Background: an optimization exercise with open tools, aiming at a short achievable clock period and few clock cycles per item. Do not read the settings as production practice.
Function was checked by simulation only, so behaviour that the tests miss may differ from the original.
Power is estimated from default activity; no workload was simulated.

==> flow/design.v <==
package dma_pkg;
  localparam int W_D           = 32;
  localparam int W_EXT_A       = 32;   
  localparam int ADDR_OFFSET   = 2;    
  localparam int W_WA          = W_EXT_A - ADDR_OFFSET;   
  localparam int W_BLEN        = 9;    
  localparam int CMD_SLOTS    = 4;
  localparam int W_OWED       = 14;
  localparam int W_QCMD       = W_WA + 1 + W_EXT_A + 1 + 1 + 2 * W_BLEN;   
  localparam int RD_BUF       = 12;     
  localparam int WR_BUF       = 8;     
  typedef logic [W_D-1:0]      data_t;
  typedef logic [W_EXT_A-1:0]  ext_addr_t;
  typedef logic [W_EXT_A:0]    word_count_t;
  typedef logic [W_BLEN-1:0]   blen_t;
  typedef logic [W_WA-1:0]     waddr_t;
  typedef logic [W_OWED-1:0]   owed_t;
  typedef struct packed {
    ext_addr_t   ext_addr;
    logic        read_enable;    
    logic        write_enable;   
    word_count_t word_size;      
  } dma_cmd_t;
  typedef struct packed {
    ext_addr_t addr;
    logic      read_enable;
    logic      write_enable;
    blen_t     word_size;
  } ext_burst_t;
  typedef struct packed {
    waddr_t      waddr;
    logic        to_bram;
    word_count_t words;
    logic        big;        
    blen_t       rem;        
    blen_t       cap;        
  } qcmd_t;
endpackage
module cmd_fifo
(
  input  logic     CLK0,
  input  logic     RST0,
  input  logic     req_valid,
  input  dma_pkg::dma_cmd_t req_cmd,
  output logic     req_ready,
  input  logic     deq,         
  output dma_pkg::qcmd_t dout,
  output logic     empty,
  output logic     busy         
);
  localparam int D = dma_pkg::CMD_SLOTS;
  logic              in_v;
  logic              in_ok;      
  dma_pkg::dma_cmd_t in_cmd;
  dma_pkg::qcmd_t    in_q;
  dma_pkg::blen_t    in_rem;
  logic [D-1:0]      fill;
  logic [D-1:0]      fill_nx;
  logic              none;
  always_ff @(posedge CLK0) begin
    if (RST0) begin
      in_v  <= 1'b0;
      in_ok <= 1'b0;
    end else begin
      in_v  <= req_valid;
      in_ok <= req_valid && (req_cmd.word_size != '0) &&
               (req_cmd.read_enable || req_cmd.write_enable);
    end
    in_cmd <= req_cmd;
  end
  assign in_rem = dma_pkg::blen_t'({1'b0, ~in_cmd.ext_addr[9:2]}) + 1'b1;
  assign in_q   = {in_cmd.ext_addr[dma_pkg::W_EXT_A-1:dma_pkg::ADDR_OFFSET],
                   in_cmd.write_enable,
                   in_cmd.word_size,
                   (in_cmd.word_size[dma_pkg::W_EXT_A:dma_pkg::W_BLEN] != '0),
                   in_rem,
                   (in_cmd.ext_addr[11:10] == 2'b11) ? in_rem : dma_pkg::blen_t'(256)};
  sr_fifo #(.W(dma_pkg::W_QCMD), .D(D)) u_q (
    .CLK0    (CLK0),
    .RST0    (RST0),
    .push    (in_ok),
    .din     (in_q),
    .pop     (deq),
    .head    (dout),
    .fill    (fill),
    .fill_nx (fill_nx),
    .none    (none)
  );
  assign empty = none;
  always_ff @(posedge CLK0) begin
    if (RST0) req_ready <= 1'b0;
    else      req_ready <= !fill_nx[D-3];
  end
  assign busy = in_v || !none;
endmodule
module burst_planner
(
  input  logic            CLK0,
  input  logic            RST0,
  input  dma_pkg::qcmd_t  cmd,
  input  logic            cmd_empty,
  output logic            cmd_deq,
  input  logic            hold,         
  input  logic            nb_free,      
  output logic            nb_load,
  output dma_pkg::waddr_t nb_addr,
  output dma_pkg::blen_t  nb_len,
  output logic            nb_to_bram,
  output logic            busy
);
  logic                 act;        
  logic                 phase;      
  logic                 to_bram;
  dma_pkg::blen_t       len_q;
  logic                 last_q;     
  logic [9:0]           al_q;       
  logic [dma_pkg::W_WA-11:0] ah_q;  
  logic                 a_cy;       
  logic [dma_pkg::W_BLEN-1:0] rl_q;           
  logic [dma_pkg::W_EXT_A-dma_pkg::W_BLEN:0] rh_q;   
  logic                 r_bw;       
  logic [10:0]          al_sum;
  logic [9:0]           rl_dif;
  dma_pkg::blen_t       cap_q;      
  dma_pkg::blen_t       rem_q;      
  logic                 big_q;      
  logic                 fits;       
  logic                 load;
  assign fits   = !big_q && (rl_q <= cap_q);
  assign al_sum = {1'b0, al_q} + 11'(len_q);
  assign rl_dif = {1'b0, rl_q} - 10'(len_q);
  assign nb_load    = act && phase && nb_free;
  assign nb_addr    = {ah_q, al_q};
  assign nb_len     = len_q;
  assign nb_to_bram = to_bram;
  assign load    = !cmd_empty && (!act || (nb_load && last_q));
  assign cmd_deq = load;
  assign busy    = act;
  always_ff @(posedge CLK0) begin
    if (RST0) begin
      act   <= 1'b0;
      phase <= 1'b0;
    end else begin
      if (load) begin
        act   <= 1'b1;
        phase <= 1'b0;
      end else if (act && !phase) begin
        if (!hold) phase <= 1'b1;
      end else if (nb_load) begin
        phase <= 1'b0;
        if (last_q) act <= 1'b0;
      end
    end
  end
  always_ff @(posedge CLK0) begin
    if (load) begin
      al_q    <= cmd.waddr[9:0];
      ah_q    <= cmd.waddr[dma_pkg::W_WA-1:10];
      a_cy    <= 1'b0;
      rl_q    <= cmd.words[dma_pkg::W_BLEN-1:0];
      rh_q    <= cmd.words[dma_pkg::W_EXT_A:dma_pkg::W_BLEN];
      r_bw    <= 1'b0;
      big_q   <= cmd.big;
      to_bram <= cmd.to_bram;
      rem_q   <= cmd.rem;
      cap_q   <= cmd.cap;
    end else if (nb_load) begin
      {a_cy, al_q} <= al_sum;
      {r_bw, rl_q} <= rl_dif;
      big_q <= (rh_q[dma_pkg::W_EXT_A-dma_pkg::W_BLEN:1] != '0) || (rh_q[0] && !rl_dif[9]);
      if (al_q[9:8] == 2'b11) rem_q <= dma_pkg::blen_t'(256);
      cap_q <= (al_q[9:8] == 2'b10) ? rem_q : dma_pkg::blen_t'(256);
    end else if (act && !phase) begin
      ah_q <= ah_q + a_cy;
      a_cy <= 1'b0;
      rh_q <= rh_q - r_bw;
      r_bw <= 1'b0;
    end
    if (act && !phase) begin
      len_q  <= fits ? rl_q : cap_q;
      last_q <= fits;
    end
  end
endmodule
module fc_nor
(
  input  logic a,
  input  logic b,
  output logic y
);
  assign y = !(a || b);
endmodule
module fc_aoi
(
  input  logic a1,
  input  logic a2,
  input  logic b,
  output logic y
);
  assign y = !((a1 && a2) || b);
endmodule
module port_reg #(
  parameter int W = 1
) (
  input  logic         CLK0,
  input  logic [W-1:0] d,
  output logic [W-1:0] q
);
  always_ff @(posedge CLK0) begin
    q <= d;
  end
endmodule
module sr_fifo #(
  parameter int W = 32,
  parameter int D = 4,
  parameter bit OUTREG = 1'b0    
) (
  input  logic         CLK0,
  input  logic         RST0,
  input  logic         push,       
  input  logic [W-1:0] din,
  input  logic         pop,        
  output logic [W-1:0] head,
  output logic [D-1:0] fill,       
  output logic [D-1:0] fill_nx,    
  output logic         none        
);
  logic [W-1:0] e [0:D-1];
  logic [D:0]   f;
  assign f = {1'b0, fill};
  always_comb begin
    fill_nx = fill;
    if (push && !pop) fill_nx = {fill[D-2:0], 1'b1};
    if (pop && !push) fill_nx = f[D:1];
  end
  always_ff @(posedge CLK0) begin
    if (RST0) begin
      fill <= '0;
      none <= 1'b1;
    end else begin
      fill <= fill_nx;
      none <= !fill_nx[0];
    end
  end
  logic [W-1:0] e_nx [0:D-1];
  for (genvar i = 0; i < D; i++) begin : g_e
    always_comb begin
      e_nx[i] = e[i];
      if (pop) begin
        if (i + 1 < D && f[i+1]) e_nx[i] = e[(i + 1 < D) ? i + 1 : i];
        else                     e_nx[i] = din;
      end else if (!f[i]) begin
        e_nx[i] = din;
      end
    end
    always_ff @(posedge CLK0) begin
      e[i] <= e_nx[i];
    end
  end
  if (OUTREG) begin : g_out
    port_reg #(.W(W)) u_head (.CLK0(CLK0), .d(e_nx[0]), .q(head));
  end else begin : g_noout
    assign head = e[0];
  end
endmodule
module owed_count
(
  input  logic           CLK0,
  input  logic           RST0,
  input  dma_pkg::blen_t credit,
  input  dma_pkg::owed_t credit_m1,   
  input  logic           move,
  output logic           nz,        
  output logic           nz_nx,     
  output logic           high       
);
  dma_pkg::owed_t cnt;
  dma_pkg::owed_t sum0;
  dma_pkg::owed_t sum1;
  assign sum0 = cnt + dma_pkg::owed_t'(credit);
  assign sum1 = cnt + credit_m1;
  assign high = (cnt[dma_pkg::W_OWED-1:12] != 0);   
  assign nz_nx = move ? (sum0[dma_pkg::W_OWED-1:1] != '0) : (sum0 != '0);
  always_ff @(posedge CLK0) begin
    if (RST0) begin
      cnt <= '0;
      nz  <= 1'b0;
    end else begin
      cnt <= move ? sum1 : sum0;
      nz  <= nz_nx;
    end
  end
endmodule
module stream_mover
(
  input  logic       CLK0,
  input  logic       RST0,
  input  dma_pkg::blen_t credit_rd,
  input  dma_pkg::blen_t credit_wr,
  input  dma_pkg::owed_t credit_rd_m1,
  input  dma_pkg::owed_t credit_wr_m1,
  output logic       hold,
  output logic       busy,
  input  dma_pkg::data_t      ext_read_data,
  input  logic       ext_read_empty,
  output logic       ext_read_deq,
  output dma_pkg::data_t      ext_write_data,
  output logic       ext_write_enq,
  input  logic       ext_write_almost_full,
  input  dma_pkg::data_t      core_read_data,
  input  logic       core_read_empty,
  output logic       core_read_enable,
  output dma_pkg::data_t      core_write_data,
  output logic       core_write_enable,
  input  logic       core_write_almost_full
);
  localparam int DR = dma_pkg::RD_BUF;
  localparam int DW = dma_pkg::WR_BUF;
  logic          rd_nz;
  logic          rd_nz_nx;
  logic          rd_high;
  logic          rd_okn;     
  logic          rd_none;
  logic [DR-1:0] rd_fill;
  logic [DR-1:0] rd_fill_nx;
  logic          rd_deq;     
  logic          rd_cwe;
  fc_nor u_deq_gate  (.a(rd_okn),  .b(ext_read_empty),         .y(ext_read_deq));
  fc_nor u_deq_gate2 (.a(rd_okn),  .b(ext_read_empty),         .y(rd_deq));
  fc_nor u_cwe_gate  (.a(rd_none), .b(core_write_almost_full), .y(core_write_enable));
  fc_nor u_cwe_gate2 (.a(rd_none), .b(core_write_almost_full), .y(rd_cwe));
  owed_count u_rd_owed (
    .CLK0   (CLK0),
    .RST0   (RST0),
    .credit (credit_rd),
    .credit_m1 (credit_rd_m1),
    .move   (rd_deq),
    .nz     (rd_nz),
    .nz_nx  (rd_nz_nx),
    .high   (rd_high)
  );
  sr_fifo #(.W(dma_pkg::W_D), .D(DR), .OUTREG(1'b1)) u_rd_buf (
    .CLK0    (CLK0),
    .RST0    (RST0),
    .push    (rd_deq),
    .din     (ext_read_data),
    .pop     (rd_cwe),
    .head    (core_write_data),
    .fill    (rd_fill),
    .fill_nx (rd_fill_nx),
    .none    (rd_none)
  );
  logic          wr_nz;
  logic          wr_nz_nx;
  logic          wr_high;
  logic          wr_okn;
  logic          wr_none;
  logic          wr_pend;    
  logic [DW-1:0] wr_fill;
  logic [DW-1:0] wr_fill_nx;
  logic          wr_cre;
  logic          wr_enq;
  fc_nor u_cre_gate  (.a(wr_okn), .b(core_read_empty), .y(core_read_enable));
  fc_nor u_cre_gate2 (.a(wr_okn), .b(core_read_empty), .y(wr_cre));
  assign ext_write_enq = wr_enq;
  owed_count u_wr_owed (
    .CLK0   (CLK0),
    .RST0   (RST0),
    .credit (credit_wr),
    .credit_m1 (credit_wr_m1),
    .move   (wr_cre),
    .nz     (wr_nz),
    .nz_nx  (wr_nz_nx),
    .high   (wr_high)
  );
  sr_fifo #(.W(dma_pkg::W_D), .D(DW), .OUTREG(1'b1)) u_wr_buf (
    .CLK0    (CLK0),
    .RST0    (RST0),
    .push    (wr_pend),
    .din     (core_read_data),
    .pop     (wr_enq),
    .head    (ext_write_data),
    .fill    (wr_fill),
    .fill_nx (wr_fill_nx),
    .none    (wr_none)
  );
  logic rd_room;
  logic wr_room;
  assign rd_room = !rd_fill_nx[DR-1];
  assign wr_room = wr_cre ? !wr_fill_nx[DW-2] : !wr_fill_nx[DW-1];
  always_ff @(posedge CLK0) begin
    if (RST0) begin
      rd_okn  <= 1'b1;
      wr_okn  <= 1'b1;
      wr_pend <= 1'b0;
      wr_enq  <= 1'b0;
    end else begin
      rd_okn  <= !(rd_room && rd_nz_nx);
      wr_okn  <= !(wr_room && wr_nz_nx);
      wr_pend <= wr_cre;
      wr_enq  <= wr_fill_nx[0] && !ext_write_almost_full;
    end
  end
  assign hold = rd_high || wr_high;
  assign busy = rd_nz || wr_nz || wr_pend || rd_fill[0] || wr_fill[0];
endmodule
module dma_ctrl
(
  input  logic            CLK0,
  input  logic            RST0,
  input  logic            nb_load,
  input  dma_pkg::waddr_t nb_addr,
  input  dma_pkg::blen_t  nb_len,
  input  logic            nb_to_bram,
  output logic            nb_free,
  output dma_pkg::ext_burst_t ext_burst,
  input  logic            ext_ready,
  output dma_pkg::blen_t  credit_rd,    
  output dma_pkg::blen_t  credit_wr,    
  output dma_pkg::owed_t  credit_rd_m1,  
  output dma_pkg::owed_t  credit_wr_m1,
  output logic            busy
);
  logic            sv;
  dma_pkg::waddr_t s_addr;
  dma_pkg::blen_t  s_len;
  logic            s_to_bram;
  logic            o_rd;
  logic            o_wr;
  dma_pkg::waddr_t o_addr;
  dma_pkg::blen_t  o_len;
  logic            o_free;
  logic            o_rd_nx;
  logic            o_wr_nx;
  logic            p_rd;
  logic            p_wr;
  dma_pkg::waddr_t p_addr;
  dma_pkg::blen_t  p_len;
  dma_pkg::owed_t  o_len_m1;
  logic            s_take;
  assign o_free  = !(o_rd || o_wr) || ext_ready;
  assign s_take  = sv && o_free;
  assign nb_free = !sv;   
  assign o_len_m1 = dma_pkg::owed_t'(o_len) - 1'b1;
  assign ext_burst = {p_addr, {dma_pkg::ADDR_OFFSET{1'b0}}, p_rd, p_wr, p_len};
  assign o_rd_nx = !RST0 && (s_take ? s_to_bram  : (o_rd && !ext_ready));
  assign o_wr_nx = !RST0 && (s_take ? !s_to_bram : (o_wr && !ext_ready));
  port_reg #(.W(2)) u_p_en (.CLK0(CLK0), .d({o_rd_nx, o_wr_nx}), .q({p_rd, p_wr}));
  port_reg #(.W(dma_pkg::W_WA + dma_pkg::W_BLEN)) u_p_burst (
    .CLK0 (CLK0),
    .d    (s_take ? {s_addr, s_len} : {o_addr, o_len}),
    .q    ({p_addr, p_len})
  );
  always_ff @(posedge CLK0) begin
    if (RST0) begin
      sv        <= 1'b0;
      o_rd      <= 1'b0;
      o_wr      <= 1'b0;
      credit_rd <= '0;
      credit_wr <= '0;
      credit_rd_m1 <= '1;
      credit_wr_m1 <= '1;
    end else begin
      if (nb_load) sv <= 1'b1;
      else if (s_take) sv <= 1'b0;
      o_rd <= o_rd_nx;
      o_wr <= o_wr_nx;
      credit_rd <= (o_rd && ext_ready) ? o_len : '0;
      credit_wr <= (o_wr && ext_ready) ? o_len : '0;
      credit_rd_m1 <= (o_rd && ext_ready) ? o_len_m1 : '1;
      credit_wr_m1 <= (o_wr && ext_ready) ? o_len_m1 : '1;
    end
  end
  always_ff @(posedge CLK0) begin
    if (nb_load) begin
      s_addr    <= nb_addr;
      s_len     <= nb_len;
      s_to_bram <= nb_to_bram;
    end
    if (s_take) begin
      o_addr <= s_addr;
      o_len  <= s_len;
    end
  end
  assign busy = sv || o_rd || o_wr || (credit_rd != '0) || (credit_wr != '0);
endmodule
module dma_stream_top
(
  input  logic       CLK0,
  input  logic       RST0,
  input  dma_pkg::dma_cmd_t   req_cmd,
  input  logic       req_valid,
  output logic       req_ready,
  output logic       req_busy,
  output dma_pkg::ext_burst_t ext_burst,
  input  logic       ext_ready,
  input  dma_pkg::data_t      ext_read_data,
  input  logic       ext_read_empty,
  output logic       ext_read_deq,
  output dma_pkg::data_t      ext_write_data,
  output logic       ext_write_enq,
  input  logic       ext_write_almost_full,
  input  dma_pkg::data_t      core_read_data,
  input  logic       core_read_empty,
  output logic       core_read_enable,
  output dma_pkg::data_t      core_write_data,
  output logic       core_write_enable,
  input  logic       core_write_almost_full
);
  dma_pkg::qcmd_t  head_cmd;
  logic            cmd_empty;
  logic            cmd_deq;
  logic            hold;
  logic            nb_free;
  logic            nb_load;
  dma_pkg::waddr_t nb_addr;
  dma_pkg::blen_t  nb_len;
  logic            nb_to_bram;
  dma_pkg::blen_t  credit_rd;
  dma_pkg::blen_t  credit_wr;
  dma_pkg::owed_t  credit_rd_m1;
  dma_pkg::owed_t  credit_wr_m1;
  logic            busy_q;
  logic            busy_p;
  logic            busy_c;
  logic            busy_m;
  cmd_fifo u_cmd_fifo (
    .CLK0      (CLK0),
    .RST0      (RST0),
    .req_valid (req_valid),
    .req_cmd   (req_cmd),
    .req_ready (req_ready),
    .deq       (cmd_deq),
    .dout      (head_cmd),
    .empty     (cmd_empty),
    .busy      (busy_q)
  );
  burst_planner u_burst_planner (
    .CLK0       (CLK0),
    .RST0       (RST0),
    .cmd        (head_cmd),
    .cmd_empty  (cmd_empty),
    .cmd_deq    (cmd_deq),
    .hold       (hold),
    .nb_free    (nb_free),
    .nb_load    (nb_load),
    .nb_addr    (nb_addr),
    .nb_len     (nb_len),
    .nb_to_bram (nb_to_bram),
    .busy       (busy_p)
  );
  dma_ctrl u_dma_ctrl (
    .CLK0       (CLK0),
    .RST0       (RST0),
    .nb_load    (nb_load),
    .nb_addr    (nb_addr),
    .nb_len     (nb_len),
    .nb_to_bram (nb_to_bram),
    .nb_free    (nb_free),
    .ext_burst  (ext_burst),
    .ext_ready  (ext_ready),
    .credit_rd  (credit_rd),
    .credit_wr  (credit_wr),
    .credit_rd_m1 (credit_rd_m1),
    .credit_wr_m1 (credit_wr_m1),
    .busy       (busy_c)
  );
  stream_mover u_stream_mover (
    .CLK0                   (CLK0),
    .RST0                   (RST0),
    .credit_rd              (credit_rd),
    .credit_wr              (credit_wr),
    .credit_rd_m1           (credit_rd_m1),
    .credit_wr_m1           (credit_wr_m1),
    .hold                   (hold),
    .busy                   (busy_m),
    .ext_read_data          (ext_read_data),
    .ext_read_empty         (ext_read_empty),
    .ext_read_deq           (ext_read_deq),
    .ext_write_data         (ext_write_data),
    .ext_write_enq          (ext_write_enq),
    .ext_write_almost_full  (ext_write_almost_full),
    .core_read_data         (core_read_data),
    .core_read_empty        (core_read_empty),
    .core_read_enable       (core_read_enable),
    .core_write_data        (core_write_data),
    .core_write_enable      (core_write_enable),
    .core_write_almost_full (core_write_almost_full)
  );
  always_ff @(posedge CLK0) begin
    if (RST0) req_busy <= 1'b0;
    else      req_busy <= busy_q || busy_p || busy_c || busy_m;
  end
endmodule
==> flow/flow/run.sh <==
#!/bin/bash
# The standard layout, with one extra step after global routing:
# flow/fix_io.tcl resizes the cells on the worst paths from input ports and
# to output ports (see that file). Make's output goes to make.log; each
# ORFS step keeps its own log under orfs/logs/.
set -euo pipefail
POST_GLOBAL_ROUTE_TCL="$PWD/flow/fix_io.tcl" bash standard.sh finish > make.log 2>&1
==> flow/flow/fix_io.tcl <==
# Sizing pass on the paths that start at input ports or end at output
# ports: for each cell on the worst such paths, try the other drive
# strengths of the same cell and keep the one that gives the best slack,
# never lowering the design's worst slack. Registers and clock buffers are
# left alone. Run after global routing: the changed cells are legalized,
# their nets routed again, and the route guides written again.

proc fio_variants { ref } {
  if { ![regexp {^(sky130_fd_sc_hd__[a-z0-9]+_)([0-9]+)$} $ref -> base sz] } {
    return {}
  }
  set bases [list $base]
  # buffers and inverters may also change family
  if { [regexp {__(buf|clkbuf|clkdlybuf4s[0-9]+|dlygate4sd[0-9]+|dlymetal6s[0-9]+s)_$} $base] } {
    set bases {sky130_fd_sc_hd__buf_ sky130_fd_sc_hd__clkbuf_}
  } elseif { [regexp {__(inv|clkinv)_$} $base] } {
    set bases {sky130_fd_sc_hd__inv_ sky130_fd_sc_hd__clkinv_}
  }
  set out {}
  foreach b $bases {
    foreach c [get_lib_cells ${b}*] {
      set nm [get_name $c]
      if { ![regexp "^${b}\[0-9\]+\$" $nm] } { continue }
      if { [lsearch -exact $::env(DONT_USE_CELLS) $nm] >= 0 } { continue }
      lappend out $nm
    }
  }
  return $out
}

proc fio_path_slack { from to } {
  set pes [find_timing_paths -from $from -to $to -sort_by_slack -group_path_count 1]
  if { [llength $pes] == 0 } { return 1.0 }
  return [[lindex $pes 0] slack]
}

proc fio_wns { } {
  return [sta::worst_slack_cmd max]
}

proc fio_swap_ab { name } {
  set inst [sta::sta_to_db_inst [get_cells $name]]
  set a [$inst findITerm A]
  set b [$inst findITerm B]
  set na [$a getNet]
  set nb [$b getNet]
  $a disconnect
  $b disconnect
  $a connect $nb
  $b connect $na
}

proc fio_obj { name } {
  if { [string first "/" $name] >= 0 } { return [get_pins $name] }
  return [get_ports $name]
}

proc fio_pass { sel count } {
  set changed 0
  # read every path out before changing anything: a change frees them
  set paths {}
  foreach pe [find_timing_paths {*}$sel -sort_by_slack -group_path_count $count -endpoint_path_count 1] {
    set pins [[$pe path] pins]
    set to [get_full_name [lindex $pins 0]]
    set from [get_full_name [lindex $pins end]]
    set names {}
    foreach pin $pins {
      set inst [$pin instance]
      if { $inst eq "NULL" } { continue }
      set nm [get_full_name $inst]
      if { $nm eq "" } { continue }
      if { [lsearch -exact $names $nm] < 0 } { lappend names $nm }
    }
    lappend paths [list $from $to $names]
  }
  foreach p $paths {
    lassign $p from to names
    foreach nm $names {
      set ref [get_property [get_cells $nm] ref_name]
      if { [regexp {dfxtp|dfrtp|edfxtp|dfstp|dlx|sdff|clkbuf_16|clkinv} $ref] } { continue }
      set cands [fio_variants $ref]
      if { [llength $cands] < 2 && [lsearch -exact $cands $ref] >= 0 } { continue }
      set best_ref $ref
      set best_ps [fio_path_slack [fio_obj $from] [fio_obj $to]]
      set best_wns [fio_wns]
      foreach cand $cands {
        if { $cand eq $ref } { continue }
        replace_cell [get_cells $nm] $cand
        estimate_parasitics -placement
        set ps [fio_path_slack [fio_obj $from] [fio_obj $to]]
        set wns [fio_wns]
        if { $wns >= $best_wns - 1e-12 && $ps > $best_ps + 1e-12 } {
          set best_ref $cand
          set best_ps $ps
          set best_wns $wns
        }
      }
      replace_cell [get_cells $nm] $best_ref
      estimate_parasitics -placement
      if { $best_ref ne $ref } {
        puts "fix_io: $nm $ref -> $best_ref (path slack [format %.4f [expr {$best_ps * 1e9}]])"
        incr changed
      }
      # two-input gates whose inputs commute: try the other pin order
      if { [regexp {__(nor2|nand2|and2|or2|xor2|xnor2)_[0-9]+$} $best_ref] } {
        fio_swap_ab $nm
        estimate_parasitics -placement
        set ps [fio_path_slack [fio_obj $from] [fio_obj $to]]
        set wns [fio_wns]
        if { $wns >= $best_wns - 1e-12 && $ps > $best_ps + 1e-12 } {
          puts "fix_io: $nm inputs swapped (path slack [format %.4f [expr {$ps * 1e9}]])"
          incr changed
        } else {
          fio_swap_ab $nm
          estimate_parasitics -placement
        }
      }
    }
  }
  return $changed
}

# An input port's buffer may also drive logic placed far away, whose wire
# slows the path to the output port: move such gates next to the buffer.
proc fio_pull_loads { count } {
  set paths {}
  foreach pe [find_timing_paths -from [all_inputs] -to [all_outputs] -sort_by_slack -group_path_count $count -endpoint_path_count 1] {
    set pins [[$pe path] pins]
    set to [get_full_name [lindex $pins 0]]
    set from [get_full_name [lindex $pins end]]
    # the input buffer is the first cell on the path, its output the
    # third pin from the start
    set bufout [lindex $pins end-2]
    set next [lindex $pins end-3]
    lappend paths [list $from $to [get_full_name $bufout] [get_full_name $next]]
  }
  foreach p $paths {
    lassign $p from to bufout next
    set bpin [get_pins $bufout]
    set binst [sta::sta_to_db_inst [$bpin instance]]
    lassign [$binst getLocation] bx by
    set net [get_nets -of_objects $bpin]
    foreach load [get_pins -of_objects $net -filter "direction==input"] {
      if { [get_full_name $load] eq $next } { continue }
      set linst [$load instance]
      set ref [get_property $linst ref_name]
      if { [regexp {df|dl|clk} $ref] } { continue }
      set dbl [sta::sta_to_db_inst $linst]
      lassign [$dbl getLocation] lx ly
      set best_ps [fio_path_slack [fio_obj $from] [fio_obj $to]]
      set best_wns [fio_wns]
      $dbl setLocation $bx $by
      estimate_parasitics -placement
      set ps [fio_path_slack [fio_obj $from] [fio_obj $to]]
      set wns [fio_wns]
      if { $wns >= $best_wns - 1e-12 && $ps > $best_ps + 1e-12 } {
        puts "fix_io: moved [get_full_name $linst] next to [$binst getName] (path slack [format %.4f [expr {$ps * 1e9}]])"
      } else {
        $dbl setLocation $lx $ly
        estimate_parasitics -placement
      }
    }
  }
}

estimate_parasitics -placement
puts "fix_io: start, worst slack [format %.4f [expr {[fio_wns] * 1e9}]]"
global_route -start_incremental
fio_pull_loads 4
for { set i 0 } { $i < 2 } { incr i } {
  set n 0
  incr n [fio_pass [list -from [all_inputs] -to [all_outputs]] 6]
  incr n [fio_pass [list -from [all_registers -clock_pins] -to [all_outputs]] 4]
  puts "fix_io: pass $i, $n cells changed, worst slack [format %.4f [expr {[fio_wns] * 1e9}]]"
  if { $n == 0 } { break }
}
detailed_placement
check_placement -verbose
global_route -end_incremental
estimate_parasitics -global_routing
puts "fix_io: end, worst slack [format %.4f [expr {[fio_wns] * 1e9}]] (global routing parasitics)"
write_guides $::env(RESULTS_DIR)/route.guide
==> flow/standard.sh <==
#!/bin/bash
# synth_recipe.tcl (not shown) runs the flow's synth.tcl, then flattens the netlist and writes it again
# the make line also repeats each setting of config.mk as NAME=value (left out here)
make -C /OpenROAD-flow-scripts/flow DESIGN_CONFIG=/design/flow/config.mk WORK_HOME=/design/flow/orfs CLKGATE_MAP_FILE= SYNTH_SCRIPT=/design/flow/synth_recipe.tcl "${@:-finish}"
==> flow/config.mk <==
export PLATFORM = sky130hd
export DESIGN_NAME = dma_stream_top
export DESIGN_NICKNAME = dma_stream_top
export VERILOG_FILES = /design/flow/design.v
export SDC_FILE = /design/flow/constraint.sdc
export NUM_CORES = 4
export LEC_CHECK = 0
export ABC_CLOCK_PERIOD_IN_PS = 1500
export CAP_MARGIN = 20
export CORE_MARGIN = 2
export CORE_UTILIZATION = 50
export SETUP_SLACK_MARGIN = 3.3
export SLEW_MARGIN = 20
export SYNTH_HIERARCHICAL = 1
export SYNTH_MINIMUM_KEEP_SIZE = 0
==> flow/constraint.sdc <==
create_clock -name core_clock -period 5.5 [get_ports {CLK0}]
set_input_delay 1.1000 -clock core_clock [delete_from_list [all_inputs] [get_ports {CLK0}]]
set_output_delay 1.1000 -clock core_clock [all_outputs]
set_load 0.01 [all_outputs]
==> flow_metrics.py <==
metrics = {
    "place": {
        "placement.io_buffers": 247,
        "hpwl_mm": 74.9,
        "placed_cells": 6353,
        "finalWeightedCongestion": 0.812,
    },
    "cts": {
        "cts_tree": "built",
        "cts_made_buffers": 153,
        "clk_transition_reported_paths_ns": 0.06,
        "cts.path.max_buffers": 3,
        "postCtsHoldBufs": 0,
        "cts_sinks": 1422,
        "postCtsSetupRepairBufs": 32,
        "worstSkewPairLatency_ns": 0.74,
        "ctsHtreeMaxLevel": 4,
        "root_buffer": "clkbuf_16",
        "cts.repair.resized": 692,
    },
    "layout": {
        "fin_util_pct": 58.7,
        "insertedDiodeCount": 0,
        "area.growth.synth_to_final_pct": 16.8,
        "filler_cell_count": 9979,
        "regArea_um2": 31200,
        "number_of_nets_at_the_end_of_the_flow": 5206,
        "final_cell_count_no_fill": 6719,
        "layout_commonest_cell": "mux2i_1",
        "drive_gt1_share_pct": 18.8,
        "multiInputGateArea_um2": 27800,
        "layout_common_cells": "mux2i_1 (1645), dfxtp_1 (1054), edfxtp_1 (255)",
    },
    "timing": {
        "clock-skew-final_ns": 0.0272,
        "setup_viol_count_final": 0,
        "timing.hold.ws_ns": 0.432,
        "tightestPinTransition_ns": 1.03,
        "fin_crit_ns": 2.48,
        "tns_ns": 0,
        "maximum_clock_frequency_ghz": 0.404,
        "period_share_pct": 45.0,
        "slew-limit-headroom_pct": 31.1,
        "finalHoldViolCount": 0,
        "slew_viol_final": 0,
    },
    "pwr": {
        "p_leak_nw": 25.3,
        "power_per_cell_area_nw_per_um2": 445,
        "worst_ir_drop_vdd_mv": 0.303,
    },
    "grt": {
        "grt_max_degree": 148,
        "grt_remaining_overflow": 0,
        "grt_use_total_pct": 20.7,
        "grt_first_pass_wirelength_mm": 204,
        "first_global_vias": 36015,
        "antenna_found_initial": 4,
    },
    "floorplanning": {
        "design.core.area_um2": 120000,
        "dieHeight_um": 351,
        "die_area_um2": 123000,
        "core.rowCount": 127,
        "initial_util_pct": 50.3,
        "die_w_um": 351,
        "io-pin-count": 252,
    },
    "detailed_routing": {
        "post_drt_wl_per_cell_um": 19.6,
        "detailroute.via_count": 36113,
        "drc": 0,
        "antenna_left": 0,
        "per_cell_via_count_in_the_routed_design": 5.37,
        "drtIter0Drc": 1819,
        "drtPass1Iterations": 5,
        "detail_route.wirelength_mm": 132,
    },
    "worst_hold_path": {
        "hold_crit_path_type": "flip-flop to flip-flop",
    },
    "flow_run": {
        "drv.max_cap_violation_count": 0,
    },
    "setup_path": {
        "criticalPathCategory": "primary input to output port",
        "cp_max_fo": 2,
        "required_ns": 4.40,
        "setup.worst_path.start_class": "primary input",
        "timing.critical_path.to_type": "output port",
        "cp.arrival_ns": 1.38,
    },
    "status": {
        "status": "complete, no violations",
    },
    "synthesis": {
        "synthesis.area_um2": 60200,
        "synthCells": 4793,
        "syn_avg_cell_area_um2": 12.6,
        "yosys_warnings": 28,
    },
}
layout make-up:
| class | count | area share (%) |
|---|---|---|
| Sequential cell | 1422 | 44.4 |
| Timing Repair inverter | 4 | 0.0534 |
| Inverter | 85 | 0.497 |
| Clock buffer | 242 | 6.52 |
| Timing Repair Buffer | 372 | 5.51 |
| Multi-Input combinational cell | 2946 | 39.6 |
| Clock inverter | 36 | 0.536 |
| Tap cell | 1612 | 2.87 |
critical path, stage by stage:
cell    delay, ns
buf_8        0.10
nor2_4       0.07
buf_6        0.10
routing by layer:
layer | GRT usage [%] | wire length (um)
met3 | 3.10 | 4120
met5 | 0 | 13
met2 | 34.1 | 61300
met1 | 28.5 | 63500
met4 | 5.54 | 2660
sequential cells by signal, summed over array words and instances (netlist names), 10 cells and up:
signal                                  cells
u_stream_mover.u_rd_owed.cnt               14
u_stream_mover.u_wr_buf.g_out.u_head.q     32
u_burst_planner.al_q                       10
u_burst_planner.rh_q                       24
u_stream_mover.u_wr_buf.e                 256
u_cmd_fifo.u_q.e                          332
u_dma_ctrl.credit_rd_m1                    10
u_stream_mover.u_rd_buf.e                 384
u_burst_planner.ah_q                       20
u_dma_ctrl.s_addr                          30
u_dma_ctrl.o_addr                          30
u_cmd_fifo.in_cmd                          64
u_dma_ctrl.u_p_burst.q                     39
u_stream_mover.u_rd_buf.fill               12
u_dma_ctrl.credit_wr_m1                    10
u_stream_mover.u_wr_owed.cnt               14
u_stream_mover.u_rd_buf.g_out.u_head.q     32
final timing paths:
path / end / start / depth (start not counted) / slack, ns
worst min-delay path: u_dma_ctrl.o_len[8] / u_dma_ctrl.s_len[8] / 0 / 0.43
worst min register to register: u_dma_ctrl.o_len[8] / u_dma_ctrl.s_len[8] / 0 / 0.43
worst max-delay path: core_write_enable / core_write_almost_full / 3 / 3.02
worst max register to register: u_stream_mover.u_rd_buf.fill[2] / u_stream_mover.u_rd_buf.none / 6 / 3.24
report_power, final:
part | switching [mW] | internal [mW] | total (mW) | leakage [nW]
logic | 3.79 | 3.37 | 7.15 | 10.6
registers | 1.09 | 13.0 | 14.1 | 12.3
clock network | 4.11 | 5.94 | 10.1 | 2.43
total | 8.99 | 22.3 | 31.3 | 25.3
through the flow:
step	setup WS, ns	total power [mW]	cell area, um2
3_3_place_gp	1.97	20.7	63300
4_1_cts	2.97	31.3	69200
6_report	3.02	31.3	70200
2_1_floorplan	2.99	19.0	60300
3_5_place_dp	1.98	20.8	63300
Testbench counts, summed over its fixed seeds: cycles 17,393, words 25,338.

[separate check: timing with driven ports]
The flow's constraints put no driver on any port. The routed layout listed below was extracted and timed again, unchanged, in two steps.
Step 1 assumes that a clkbuf_16 drives the clock port and a buf_2 every other input.
Step 2, shift: input delay + t, output delay - t, t = (earliest + latest rising clock arrival at the registers) / 2. This alone moves slack from input paths to output paths.
Slacks: ideal ports / drivers / drivers and shift; pairs: ideal ports / drivers.
t, ns: 0.797
slack for setup (ns): 3.025 / 2.983 / 2.425
hold slack, ns: 0.432 / 0.432 / 0.432
worst data-port slew with drivers (ns): 0.10
After both steps this run still meets setup and hold. For this run, drivers alone change the setup slack by -0.042 ns; drivers and shift together by -0.600 ns.
